This design comes from an exercise in tuning for small area, a short achievable clock period and few clock cycles on the open sky130 flow, not from production work. At most, simulation tests tie the RTL to the original design; equivalence was not proved. Power and IR drop assume default switching activity.

main:
==> flow/design.v (excerpt) <==
module windowed_peak_boundary_picker_core #(
    parameter int MAX_RADIUS = wpbp_pkg::MAX_RADIUS_DEF,
    parameter int PROB_BITS  = wpbp_pkg::PROB_BITS_DEF,
    localparam int CFG_W     = (PROB_BITS > wpbp_pkg::RADIUS_W) ? PROB_BITS
                                                                 : wpbp_pkg::RADIUS_W
) (
    input  logic                            i_clk,
    input  logic                            i_rst_n,
    input  logic                            i_cfg_we,
    input  logic [wpbp_pkg::CFG_IDX_W-1:0]  i_cfg_idx,
    input  logic [CFG_W-1:0]                i_cfg_data,
    input  logic                            i_in_valid,
    output logic                            o_in_stall,
    input  logic [PROB_BITS-1:0]            i_prob,
    input  logic                            i_barrier,
    input  logic                            i_valid_req,
    input  logic                            i_seq_last,
    output logic                            o_out_valid,
    input  logic                            i_out_stall,
    output logic                            o_boundary,
    output logic                            o_seq_end,
    output logic                            o_run_end
);
Size in the first run: roughly 1800 cells after synthesis, roughly 600 flip-flops, ~46 I/O pins.
Settings: LEC_CHECK=0, ABC_AREA=1, CAP_MARGIN=20, CORE_MARGIN=2, CORE_UTILIZATION=40, CTS_CLUSTER_DIAMETER=120, CTS_CLUSTER_SIZE=24, SETUP_SLACK_MARGIN=3.8, SLEW_MARGIN=20; clock period 6.0 ns.
run.sh (not shown) runs the stock make flow with config.mk's settings and CLKGATE_MAP_FILE= SYNTH_SCRIPT=/design/flow/synth_recipe.tcl, a recipe that flattens the netlist after the stock synthesis.
No stage failed in main, and the final checks on the layout all came back clean.
Testbench counts of main, summed over its fixed seeds: cycles 32,550.
Input-level comparison between the feature branch and main:
-- flow/design.v --
<<< main, line 75
);
    localparam int NS = MAX_RADIUS;           
    localparam int NC = 10;  
    localparam int NG = (NS + NC - 1) / NC;   
    localparam int RW = wpbp_pkg::RADIUS_W;
>>> the feature branch, line 75
);
    localparam int NS = MAX_RADIUS;           
    localparam int NC = (MAX_RADIUS < 16) ? MAX_RADIUS : 16;  
    localparam int NG = (NS + NC - 1) / NC;   
    localparam int RW = wpbp_pkg::RADIUS_W;
<<< main, line 142
        assign w_lok[j] = (RW'(j) >= r_lim) || w_gt[j];
    end
    logic w_need, w_pstart, w_grp_bad, w_grp_cb;
    always_comb begin
        w_grp_bad = 1'b0;
        w_grp_cb  = 1'b0;
        for (int g = 1; g < NG; g++) begin
            if (r_rot == RW'(NS - g * NC + 1)) begin
                for (int j = 0; j < NC; j++) begin
                    if (g * NC + j < NS) begin
                        if ((RW'(g * NC + j) < r_lim) && !b_lok[j]) w_grp_bad = 1'b1;
                        if ((c_s == RW'(g * NC + j)) && b_lok[j])   w_grp_cb  = 1'b1;
                    end
                end
>>> the feature branch, line 142
        assign w_lok[j] = (RW'(j) >= r_lim) || w_gt[j];
    end
    logic w_need, w_pstart, w_gather, w_grp_bad, w_grp_cb;
    always_comb begin
        w_grp_bad = 1'b0;
        w_grp_cb  = 1'b0;
        for (int g = 1; g < NG; g++) begin
            if (r_rot == RW'(NS - g * NC)) begin
                for (int j = 0; j < NC; j++) begin
                    if (g * NC + j < NS) begin
                        if ((RW'(g * NC + j) < r_lim) && !w_gt[j]) w_grp_bad = 1'b1;
                        if ((c_s == RW'(g * NC + j)) && w_gt[j])   w_grp_cb  = 1'b1;
                    end
                end
<<< main, line 159
    assign w_need   = (r_lim > RW'(NC));
    assign w_pstart = !r_pass && i_in_valid && w_need && !b_v && (r_rot == RW'(1));
    always_ff @(posedge i_clk) begin
        if (!i_rst_n || w_acc || !i_in_valid) begin
>>> the feature branch, line 159
    assign w_need   = (r_lim > RW'(NC));
    assign w_pstart = !r_pass && i_in_valid && w_need && !b_v && (r_rot == RW'(1));
    assign w_gather = r_pass || w_pstart;
    always_ff @(posedge i_clk) begin
        if (!i_rst_n || w_acc || !i_in_valid) begin
<<< main, line 168
    always_ff @(posedge i_clk) begin
        if (w_pstart) begin
            r_abad <= 1'b0;
            r_acb  <= 1'b0;
        end else if (r_pass) begin
            r_abad <= r_abad || w_grp_bad;
            r_acb  <= r_acb  || w_grp_cb;
>>> the feature branch, line 169
    always_ff @(posedge i_clk) begin
        if (w_pstart) begin
            r_abad <= w_grp_bad;
            r_acb  <= w_grp_cb;
        end else if (w_gather) begin
            r_abad <= r_abad || w_grp_bad;
            r_acb  <= r_acb  || w_grp_cb;
<<< main, line 346
            o_re <= (q0_rem == '0);
            o_se <= q0_seq && (q0_rem == '0);
        end else begin
            o_b  <= o_b  && o_v && i_out_stall;
            o_re <= o_re && o_v && i_out_stall;
            o_se <= o_se && o_v && i_out_stall;
        end
    end
>>> the feature branch, line 347
            o_re <= (q0_rem == '0);
            o_se <= q0_seq && (q0_rem == '0);
        end
    end
==> comparison <==
Relative to main, power in the clock group increased by about 4% in the feature branch. Looking at post-synthesis share of cell area spent on and, or, nand and nor gates, the feature branch sits 6.5 points higher than main does. Lower clock-buffer cell count was reported by the feature branch, not main. Run comparison: main category of the critical setup timing path reg -> out; the feature branch category of the critical setup timing path in -> reg. Y dimension of the die: main and the feature branch compared, lower one is main. Between main and the feature branch, the flow reports post-route standard cell area excluding fillers increasing by more than 10%. Re multi-input gate count: main and the feature branch aren't equal, and the higher value belongs to the feature branch. The feature branch vs main: net switching share of the total power up. Higher final-layout worst hold slack was reported by the feature branch, not main.
No functional check of the RTL was part of the feature branch.

separate check: timing with driven ports:
Ports are ideal in the flow. The routed layouts listed here were re-timed in OpenROAD. Step 1 (the two cells are an assumption about what drives the block):
set clk [get_ports {i_clk}]
set_driving_cell -lib_cell sky130_fd_sc_hd__clkbuf_16 $clk
set_driving_cell -lib_cell sky130_fd_sc_hd__buf_2 [delete_from_list [all_inputs] $clk]
Step 2, shift: input delay + t, output delay - t, t = (earliest + latest rising clock arrival at the registers) / 2. This alone moves slack from input paths to output paths. a / b / c = ideal / step 1 / step 2; a / b = the first two.
run | t, ns | slack for setup (ns) | worst register clock-pin slew, ns | worst data-port slew with drivers (ns) | cell pins on the clock port's net
main | 0.635 | 3.699 / 3.648 / 3.185 | 0.10 / 0.10 | 0.09 | 1
the feature branch | 0.651 | 3.581 / 3.598 / 2.954 | 0.10 / 0.10 | 0.08 | 1
After both steps setup and hold are still met in every run listed. The setup slack of the feature branch, which loses most, moves by +0.017 ns with the drivers and by -0.627 ns with both steps.
